This design comes from an exercise in tuning for small area on the open sky130 flow, not from production work.
Function was checked by simulation only, so behaviour that the tests miss may differ from the original.
No activity file was given, so power comes from the tool's default toggle rates.

### design/flow/config.mk
export PLATFORM = sky130hd
export DESIGN_NAME = bank_htu
export DESIGN_NICKNAME = bank_htu
export VERILOG_FILES = /design/flow/design.v
export SDC_FILE = /design/flow/constraint.sdc
export NUM_CORES = 4
export LEC_CHECK = 0
export CAP_MARGIN = 20
export CORE_MARGIN = 2
export CORE_UTILIZATION = 40
export SLEW_MARGIN = 20
### design/flow/constraint.sdc
create_clock -name core_clock -period 5.0 [get_ports {clk_i}]
set_input_delay 1.0000 -clock core_clock [delete_from_list [all_inputs] [get_ports {clk_i}]]
set_output_delay 1.0000 -clock core_clock [all_outputs]
set_load 0.01 [all_outputs]
### design/flow/design.v
package bank_htu_pkg;
  localparam int ADR_TAG_LO   = 10;
  localparam int ADR_SET_LO   = 6;
  localparam int ADR_OFFS_BIT = 5;
  localparam int TAG_W    = 32 - ADR_TAG_LO;
  localparam int SET_W    = ADR_TAG_LO - ADR_SET_LO;
  localparam int NUM_SETS = 16;
  typedef logic [TAG_W-1:0] tag_t;
  typedef logic [SET_W-1:0] set_idx_t;
  typedef logic [1:0]       way_t;      
  typedef enum logic [1:0] {
    OFFS_INVALID = 2'd0,
    OFFS_CLEAN   = 2'd1,
    OFFS_DIRTY   = 2'd2
  } offs_state_t;
  typedef enum logic [1:0] {
    OP_READ       = 2'd0,
    OP_WRITE      = 2'd1,
    OP_FLUSH      = 2'd2,
    OP_INVALIDATE = 2'd3
  } htu_op_t;
  localparam int RES_HIT          = 0;
  localparam int RES_WAY_LO       = 1;
  localparam int RES_WAY_HI       = 2;
  localparam int RES_ALLOC        = 3;
  localparam int RES_VICTIM_DIRTY = 4;
  localparam int RES_OFFS0_LO     = 5;
  localparam int RES_OFFS0_HI     = 6;
  localparam int RES_OFFS1_LO     = 7;
  localparam int RES_OFFS1_HI     = 8;
endpackage
module bank_htu_offset (
  input  logic        clk_i,
  input  logic        rst_i,
  input  logic        offset_hit_i,
  input  logic        op_is_read_i,
  input  logic        op_is_write_i,
  input  logic        op_is_flush_i,
  input  logic        op_is_invalidate_i,
  input  logic        cacheline_hit_i,
  input  logic        cacheline_allocate_i,
  output bank_htu_pkg::offs_state_t offset_status_o,
  output bank_htu_pkg::offs_state_t offset_next_o
);
  bank_htu_pkg::offs_state_t state_q;
  assign offset_status_o = state_q;
  always_comb begin
    offset_next_o = state_q;
    if (cacheline_allocate_i) begin
      if (!offset_hit_i) begin
        offset_next_o = bank_htu_pkg::OFFS_INVALID;
      end
      else if (op_is_write_i) begin
        offset_next_o = bank_htu_pkg::OFFS_DIRTY;
      end
      else if (op_is_read_i) begin
        offset_next_o = bank_htu_pkg::OFFS_CLEAN;
      end
    end
    else if (cacheline_hit_i) begin
      if (op_is_invalidate_i) begin
        offset_next_o = bank_htu_pkg::OFFS_INVALID;
      end
      else if (op_is_flush_i) begin
        if (state_q == bank_htu_pkg::OFFS_DIRTY) begin
          offset_next_o = bank_htu_pkg::OFFS_CLEAN;  
        end
      end
      else if (offset_hit_i && op_is_write_i) begin
        offset_next_o = bank_htu_pkg::OFFS_DIRTY;
      end
      else if (offset_hit_i && op_is_read_i && (state_q == bank_htu_pkg::OFFS_INVALID)) begin
        offset_next_o = bank_htu_pkg::OFFS_CLEAN;
      end
    end
  end
  always_ff @(posedge clk_i or posedge rst_i) begin
    if (rst_i) begin
      state_q <= bank_htu_pkg::OFFS_INVALID;
    end
    else begin
      state_q <= offset_next_o;
    end
  end
endmodule
module bank_htu_cacheline (
  input  logic        clk_i,
  input  logic        rst_i,
  input  logic        set_hit_WV_i,
  input  logic        op_is_read_i,
  input  logic        op_is_write_i,
  input  logic        op_is_flush_i,
  input  logic        op_is_invalidate_i,
  input  logic        access_offset1_i,
  input  logic        cacheline_allocate_i,
  input  bank_htu_pkg::tag_t        access_tag_i,
  output logic        cacheline_valid_o,
  output logic        cacheline_hit_o,
  output logic        cacheline_dirty_o,
  output bank_htu_pkg::offs_state_t offset0_state_o,
  output bank_htu_pkg::offs_state_t offset1_state_o,
  output bank_htu_pkg::offs_state_t offset0_next_o,
  output bank_htu_pkg::offs_state_t offset1_next_o
);
  logic valid_q;
  bank_htu_pkg::tag_t tag_q;
  logic cacheline_hit_WV;
  logic cacheline_allocate_WV;
  assign cacheline_valid_o = valid_q;
  assign cacheline_hit_o   = valid_q & (access_tag_i == tag_q);
  assign cacheline_dirty_o = (offset0_state_o == bank_htu_pkg::OFFS_DIRTY) | (offset1_state_o == bank_htu_pkg::OFFS_DIRTY);
  assign cacheline_hit_WV      = set_hit_WV_i & cacheline_hit_o;
  assign cacheline_allocate_WV = set_hit_WV_i & cacheline_allocate_i;
  always_ff @(posedge clk_i or posedge rst_i) begin
    if (rst_i) begin
      valid_q <= 1'b0;
    end
    else if (cacheline_allocate_WV) begin
      valid_q <= 1'b1;
    end
    else if (cacheline_hit_WV && op_is_invalidate_i) begin
      valid_q <= 1'b0;
    end
  end
  always_ff @(posedge clk_i) begin
    if (cacheline_allocate_WV) begin
      tag_q <= access_tag_i;
    end
  end
  bank_htu_offset offset0 (
    .clk_i               (clk_i                ),
    .rst_i               (rst_i                ),
    .offset_hit_i        (~access_offset1_i    ),
    .op_is_read_i        (op_is_read_i         ),
    .op_is_write_i       (op_is_write_i        ),
    .op_is_flush_i       (op_is_flush_i        ),
    .op_is_invalidate_i  (op_is_invalidate_i   ),
    .cacheline_hit_i     (cacheline_hit_WV     ),
    .cacheline_allocate_i(cacheline_allocate_WV),
    .offset_status_o     (offset0_state_o      ),
    .offset_next_o       (offset0_next_o       )
  );
  bank_htu_offset offset1 (
    .clk_i               (clk_i                ),
    .rst_i               (rst_i                ),
    .offset_hit_i        (access_offset1_i     ),
    .op_is_read_i        (op_is_read_i         ),
    .op_is_write_i       (op_is_write_i        ),
    .op_is_flush_i       (op_is_flush_i        ),
    .op_is_invalidate_i  (op_is_invalidate_i   ),
    .cacheline_hit_i     (cacheline_hit_WV     ),
    .cacheline_allocate_i(cacheline_allocate_WV),
    .offset_status_o     (offset1_state_o      ),
    .offset_next_o       (offset1_next_o       )
  );
endmodule
module bank_htu_set #(
  parameter int NUM_WAYS = 2
) (
  input  logic        clk_i,
  input  logic        rst_i,
  input  logic        set_sel_i,
  input  logic        op_is_read_i,
  input  logic        op_is_write_i,
  input  logic        op_is_flush_i,
  input  logic        op_is_invalidate_i,
  input  logic        access_offset1_i,
  input  bank_htu_pkg::tag_t        access_tag_i,
  output logic        set_hit_o,
  output logic        set_alloc_o,
  output logic        victim_dirty_o,
  output bank_htu_pkg::way_t        set_way_o,
  output bank_htu_pkg::offs_state_t offs0_next_o,
  output bank_htu_pkg::offs_state_t offs1_next_o
);
  logic [NUM_WAYS-1:0] way_valid;
  logic [NUM_WAYS-1:0] way_hit;
  logic [NUM_WAYS-1:0] way_dirty;
  logic [NUM_WAYS-1:0] way_alloc;
  bank_htu_pkg::offs_state_t         way_offs0_next [NUM_WAYS];
  bank_htu_pkg::offs_state_t         way_offs1_next [NUM_WAYS];
  bank_htu_pkg::way_t                hit_way;
  bank_htu_pkg::way_t                victim_way;
  bank_htu_pkg::way_t                sel_way;
  bank_htu_pkg::way_t                rr_ptr_q;
  logic                any_invalid;
  logic                need_alloc;
  for (genvar w = 0; w < NUM_WAYS; w++) begin : g_way
    bank_htu_cacheline u_line (
      .clk_i               (clk_i              ),
      .rst_i               (rst_i              ),
      .set_hit_WV_i        (set_sel_i          ),
      .op_is_read_i        (op_is_read_i       ),
      .op_is_write_i       (op_is_write_i      ),
      .op_is_flush_i       (op_is_flush_i      ),
      .op_is_invalidate_i  (op_is_invalidate_i ),
      .access_offset1_i    (access_offset1_i   ),
      .cacheline_allocate_i(way_alloc[w]       ),
      .access_tag_i        (access_tag_i       ),
      .cacheline_valid_o   (way_valid[w]       ),
      .cacheline_hit_o     (way_hit[w]         ),
      .cacheline_dirty_o   (way_dirty[w]       ),
      .offset0_state_o     (                   ),
      .offset1_state_o     (                   ),
      .offset0_next_o      (way_offs0_next[w]  ),
      .offset1_next_o      (way_offs1_next[w]  )
    );
  end
  assign set_hit_o  = |way_hit;
  assign need_alloc = (op_is_read_i | op_is_write_i) & ~set_hit_o;
  assign sel_way    = set_hit_o ? hit_way : victim_way;
  always_comb begin
    hit_way = '0;
    for (int w = 0; w < NUM_WAYS; w++) begin
      if (way_hit[w]) begin
        hit_way = bank_htu_pkg::way_t'(w);
      end
    end
  end
  always_comb begin
    victim_way  = rr_ptr_q;
    any_invalid = 1'b0;
    for (int w = NUM_WAYS - 1; w >= 0; w--) begin
      if (!way_valid[w]) begin
        victim_way  = bank_htu_pkg::way_t'(w);
        any_invalid = 1'b1;
      end
    end
  end
  always_comb begin
    way_alloc = '0;
    for (int w = 0; w < NUM_WAYS; w++) begin
      way_alloc[w] = need_alloc & (victim_way == bank_htu_pkg::way_t'(w));
    end
  end
  always_comb begin
    victim_dirty_o = 1'b0;
    offs0_next_o   = bank_htu_pkg::OFFS_INVALID;
    offs1_next_o   = bank_htu_pkg::OFFS_INVALID;
    for (int w = 0; w < NUM_WAYS; w++) begin
      if ((set_hit_o || need_alloc) && (sel_way == bank_htu_pkg::way_t'(w))) begin
        victim_dirty_o = need_alloc & way_valid[w] & way_dirty[w];
        offs0_next_o   = way_offs0_next[w];
        offs1_next_o   = way_offs1_next[w];
      end
    end
  end
  assign set_alloc_o = need_alloc;
  assign set_way_o   = (set_hit_o | need_alloc) ? sel_way : '0;
  always_ff @(posedge clk_i or posedge rst_i) begin
    if (rst_i) begin
      rr_ptr_q <= '0;
    end
    else if (set_sel_i && need_alloc && !any_invalid) begin
      if (rr_ptr_q == bank_htu_pkg::way_t'(NUM_WAYS - 1)) begin
        rr_ptr_q <= '0;
      end
      else begin
        rr_ptr_q <= rr_ptr_q + 1'b1;
      end
    end
  end
endmodule
module bank_htu #(
  parameter int NUM_WAYS = 2
) (
  input  logic        clk_i,
  input  logic        rst_i,
  input  logic        wb_cyc_i,
  input  logic        wb_stb_i,
  input  logic        wb_we_i,
  input  logic [31:0] wb_adr_i,
  input  logic [31:0] wb_dat_i,
  output logic [31:0] wb_dat_o,
  output logic        wb_ack_o
);
  bank_htu_pkg::htu_op_t             op;
  bank_htu_pkg::tag_t                access_tag;
  bank_htu_pkg::set_idx_t            set_idx;
  logic                access_offset1;
  logic                cmd_req;
  logic                cmd_valid;
  logic                op_is_read;
  logic                op_is_write;
  logic                op_is_flush;
  logic                op_is_invalidate;
  logic                ack_q;
  logic [31:0]         result_d;
  logic [31:0]         result_q;
  logic [bank_htu_pkg::NUM_SETS-1:0] set_sel;
  logic [bank_htu_pkg::NUM_SETS-1:0] set_hit;
  logic [bank_htu_pkg::NUM_SETS-1:0] set_alloc;
  logic [bank_htu_pkg::NUM_SETS-1:0] set_vdirty;
  bank_htu_pkg::way_t                set_way   [bank_htu_pkg::NUM_SETS];
  bank_htu_pkg::offs_state_t         set_offs0 [bank_htu_pkg::NUM_SETS];
  bank_htu_pkg::offs_state_t         set_offs1 [bank_htu_pkg::NUM_SETS];
  assign access_tag     = wb_adr_i[31:bank_htu_pkg::ADR_TAG_LO];
  assign set_idx        = wb_adr_i[bank_htu_pkg::ADR_TAG_LO-1:bank_htu_pkg::ADR_SET_LO];
  assign access_offset1 = wb_adr_i[bank_htu_pkg::ADR_OFFS_BIT];
  assign op               = bank_htu_pkg::htu_op_t'(wb_dat_i[1:0]);
  assign op_is_read       = (op == bank_htu_pkg::OP_READ);
  assign op_is_write      = (op == bank_htu_pkg::OP_WRITE);
  assign op_is_flush      = (op == bank_htu_pkg::OP_FLUSH);
  assign op_is_invalidate = (op == bank_htu_pkg::OP_INVALIDATE);
  assign cmd_req   = wb_cyc_i & wb_stb_i & ~ack_q;  
  assign cmd_valid = cmd_req & wb_we_i;
  for (genvar s = 0; s < bank_htu_pkg::NUM_SETS; s++) begin : g_set
    assign set_sel[s] = cmd_valid & (set_idx == bank_htu_pkg::set_idx_t'(s));
    bank_htu_set #(
      .NUM_WAYS(NUM_WAYS)
    ) u_set (
      .clk_i             (clk_i           ),
      .rst_i             (rst_i           ),
      .set_sel_i         (set_sel[s]      ),
      .op_is_read_i      (op_is_read      ),
      .op_is_write_i     (op_is_write     ),
      .op_is_flush_i     (op_is_flush     ),
      .op_is_invalidate_i(op_is_invalidate),
      .access_offset1_i  (access_offset1  ),
      .access_tag_i      (access_tag      ),
      .set_hit_o         (set_hit[s]      ),
      .set_alloc_o       (set_alloc[s]    ),
      .victim_dirty_o    (set_vdirty[s]   ),
      .set_way_o         (set_way[s]      ),
      .offs0_next_o      (set_offs0[s]    ),
      .offs1_next_o      (set_offs1[s]    )
    );
  end
  always_comb begin
    result_d                                = '0;
    result_d[bank_htu_pkg::RES_HIT]                       = set_hit[set_idx];
    result_d[bank_htu_pkg::RES_WAY_HI:bank_htu_pkg::RES_WAY_LO]         = set_way[set_idx];
    result_d[bank_htu_pkg::RES_ALLOC]                     = set_alloc[set_idx];
    result_d[bank_htu_pkg::RES_VICTIM_DIRTY]              = set_vdirty[set_idx];
    result_d[bank_htu_pkg::RES_OFFS0_HI:bank_htu_pkg::RES_OFFS0_LO]     = set_offs0[set_idx];
    result_d[bank_htu_pkg::RES_OFFS1_HI:bank_htu_pkg::RES_OFFS1_LO]     = set_offs1[set_idx];
  end
  always_ff @(posedge clk_i or posedge rst_i) begin
    if (rst_i) begin
      ack_q    <= 1'b0;
      result_q <= '0;
    end
    else begin
      ack_q <= cmd_req;
      if (cmd_valid) begin
        result_q <= result_d;  
      end
    end
  end
  assign wb_ack_o = ack_q;
  assign wb_dat_o = result_q;
endmodule
### design/flow/run.sh
#!/bin/bash
# synth_recipe.tcl (not shown) runs the flow's synth.tcl, then flattens the netlist and writes it again
# the make line also repeats each setting of config.mk as NAME=value (left out here)
make -C /OpenROAD-flow-scripts/flow DESIGN_CONFIG=/design/flow/config.mk WORK_HOME=/design/flow/orfs CLKGATE_MAP_FILE= SYNTH_SCRIPT=/design/flow/synth_recipe.tcl finish
==> results.tsv <==
metric	value	unit
drtPass1Iterations	6	
worst_setup_path_end_kind	flop	
cts_num_sinks	906	
final_util	47.13	%
n_antenna_cell	0	
place_ws	-60.49	ps
die-area	119800	sq um
path_depth	13	
status	complete, no violations	
vias	35196	
cts_tree	yes	
grt_pass1_vias	33652	
hp-class	flop to flop	
clkLatencyLatePin	730	ps
antenna_found_initial	4	
cts_max_level	3	
synth_area_leader_cell	edfxtp_1	
start_util	40.29	%
hold_violations	0	
gp_congestion	1.061	
postCtsSetupBuffers	0	
core_area	116200	sq um
antenna_left	0	
holdWs	442.4	ps
rsz0062_at_grt	false	
crit_top_cell	buf_4	
nFillCells	10448	
criticalPathCategory	input pin to flop	
crit_start	wb_adr_i[6]	
cp_slowest_cell	clkdlybuf4s50_1	
synth_edf_count	704	
initialDrtViolationCount	4055	
path_delay_family	simple AND/OR/NAND/NOR gates	
cts_inserted_buffers	98	
finalWorstSetupSlack	447.6	ps
cp_slowest_stage_delay	890	ps
seq_area_frac_synth	55.95	%
cts_hold_buf	0	
wl	162.3	mm
ir_drop	0.2918	mV
ys.warnings.count	9	
power	17.39	mW
dpl.hpwl	115.5	mm
synth_cells	4050	
fmax	0.2197	GHz
final-max-slew-violation-count	0	
cp-start-kind	input pin	
drive_gt1_share	15.47	%
setup_viol	0	
gr-usage-all-layers	26.60	%
final.setup_skew	41.00	ps
netlist_top_cells_area	edfxtp_1, dfrtp_1, xnor2_1	
p_leak	19.02	nW
grt-ovfl-total	0	
grt_max_degree	150	
worst_slew_margin_rel	25.14	%
async_flop_share	22.30	%
netlist_area	46820	sq um
drv_cap	0	
syn_area_per_cell	11.56	sq um
synth.distinct_cells	108	
reg2reg_slack	1170	ps
cts-resized-gates	0	
power.density	317.5	nW/um^2
syn_to_final_growth	16.99	%
die_h	346.1	um
tightest_slew	1119	ps
drc	0	
yosys.area.top_type_share	45.15	%
period_share	91.05	%
clock_path_buffers	3	
io_pins	102	
cp.arrival	5140	ps
rows	125	
cts.clk_slew.worst_paths	70	ps
cp_max_fo	10	
period_needed	4552	ps
reg2reg_depth	13	
synth_ff_type	edfxtp_1	
synth_seq_cells	906	
die_x	346.1	um
fin_nets	4467	
crit_path_end	result_q[7]	
avgViaCountPerCell	5.863	
wl_per_cell	27.04	um
critPathBufInv	3	
grt_pass1_wl	235.8	mm
place.port_buffers	43	
cp.required	5590	ps
cts_root_buf	clkbuf_16	
r2r-start	g_set[11].u_set.g_way[0].u_line.tag_q[7]	
path_cells	clkdlybuf4s50_1 > buf_4 > nor2b_1 > nand2_1 > nor2_1 > nand3_1 > a22oi_1 > o21ai_0 > a221o_1 > nor4_1 > buf_4 > and4_1 > a211oi_2	
reg2reg_to	result_q[7]	
## worst min-delay path by stage
stage                                 endpoint  cells past startpoint  slack [ps]                       start
floorplan           g_set[2].u_set.rr_ptr_q[1]                      1         430  g_set[2].u_set.rr_ptr_q[0]
global placement    g_set[3].u_set.rr_ptr_q[1]                      1         440  g_set[3].u_set.rr_ptr_q[0]
detailed placement  g_set[2].u_set.rr_ptr_q[1]                      1         450  g_set[2].u_set.rr_ptr_q[0]
CTS                 g_set[2].u_set.rr_ptr_q[1]                      1         440  g_set[2].u_set.rr_ptr_q[0]
global route        g_set[3].u_set.rr_ptr_q[1]                      1         470  g_set[3].u_set.rr_ptr_q[0]
finish              g_set[2].u_set.rr_ptr_q[1]                      1         440  g_set[2].u_set.rr_ptr_q[0]
## power breakdown
part,switching (mW),internal [mW]
clock network,3.21,4.31
logic,1.05,0.557
registers,0.0892,8.18
## cells in the final DEF, fill, tap and decap left out, types with 109 or more instances in the layout
master	instances
inv_1	122
nor2_1	193
a21oi_1	175
nand3_1	109
o21ai_0	201
buf_4	407
dfrtp_1	202
nand4_1	183
nand2_1	269
xor2_1	167
xnor2_1	554
edfxtp_1	704
## final cells by class
class,instances,area [sq um],share of cell area [%]
multi-input combinational,2791,18790,34.31
inverter,134,511.7,0.9343
clock buffer,132,2670,4.875
clock inverter,49,638.1,1.165
sequential,906,26200,47.83
timing repair buffer,467,4058,7.409
tap,1524,1907,3.482
## state kept, by name, indices dropped and copies added, names as in the netlist
signal / flops
ack_q: 1
g_set.u_set.g_way.u_line.offset0.state_q: 64
g_set.u_set.g_way.u_line.offset1.state_q: 64
g_set.u_set.g_way.u_line.tag_q: 704
g_set.u_set.g_way.u_line.valid_q: 32
g_set.u_set.rr_ptr_q: 32
result_q: 9
## routing by layer
metal | routed length (um) | vias up | global-route usage, %
li1 | - | 15695 | -
met4 | 6551 | 6 | 10.49
met2 | 71290 | 1595 | 40.15
met3 | 13230 | 346 | 4.926
met5 | 39 | - | 0
met1 | 71240 | 17554 | 37.84
## metrics by stage
stage | cell area, sq um | setup TNS [ps] | cells
2_1_floorplan | 46910 | 0 | 4072
3_3_place_gp | 51460 | -19.16 | 5822
3_5_place_dp | 51460 | -60.49 | 5822
4_1_cts | 54770 | 0 | 6003
5_1_grt | 54770 | 0 | 6003
6_report | 54770 | 0 | 6003
## cell families (layout without fill, tap and decap cells)
kind of cell              after synthesis  after routing  synth area share, %
xor gates and xnor gates              722            722                13.52
AOI/OAI and AO/OA                     816            816                11.44
other                                   1             23             0.008010
buffers and inverters                 375            782                4.207
muxes                                  76             76                1.737
and+or+nand+nor                      1154           1154                13.14
DFF                                   906            906                55.95
## Yosys cell counts, drive strengths merged (12+ instances only)
library cell	number
a211o	12
a211oi	33
a21boi	15
a21o	25
a21oi	179
a221oi	19
a22oi	29
a31oi	47
and2	24
and3	39
and4	16
buf	139
clkbuf	102
dfrtp	202
edfxtp	704
inv	130
mux2	22
mux2i	52
nand2	271
nand2b	18
nand3	111
nand4	184
nor2	199
nor2b	22
nor3	96
nor4	81
o2111ai	13
o211ai	22
o21a	16
o21ai	211
o22ai	35
o31ai	29
or3	18
or4	17
xnor2	555
xor2	167

[what the ideal ports hide]
How much do the figures lean on ideal ports? The routed layout below was timed once more, with nothing changed but the port constraints.
Step 1 (the two cells are an assumption about what drives the block):
set clk [get_ports {clk_i}]
set_driving_cell -lib_cell sky130_fd_sc_hd__clkbuf_16 $clk
set_driving_cell -lib_cell sky130_fd_sc_hd__buf_2 [delete_from_list [all_inputs] $clk]
Step 2 adds t to the input delays and takes it off the output delays; t is the mean of the earliest and latest rising clock arrival at the registers after step 1. Input paths then give back, and output paths get back, about the clock's delay inside the block.
Slacks: ideal ports / drivers / drivers and shift; pairs: ideal ports / drivers.
t, ns: 0.781
slack for setup (ns): 0.448 / 0.489 / -0.292
worst hold slack (ns): 0.442 / 0.442 / 0.442
clock arrival spread, ns: 0.042 / 0.042
cell pins on the clock port's net: 1
With both steps, setup timing fails in this run, where it was met with ideal ports. For this run, drivers alone change the setup slack by +0.041 ns; drivers and shift together by -0.740 ns.
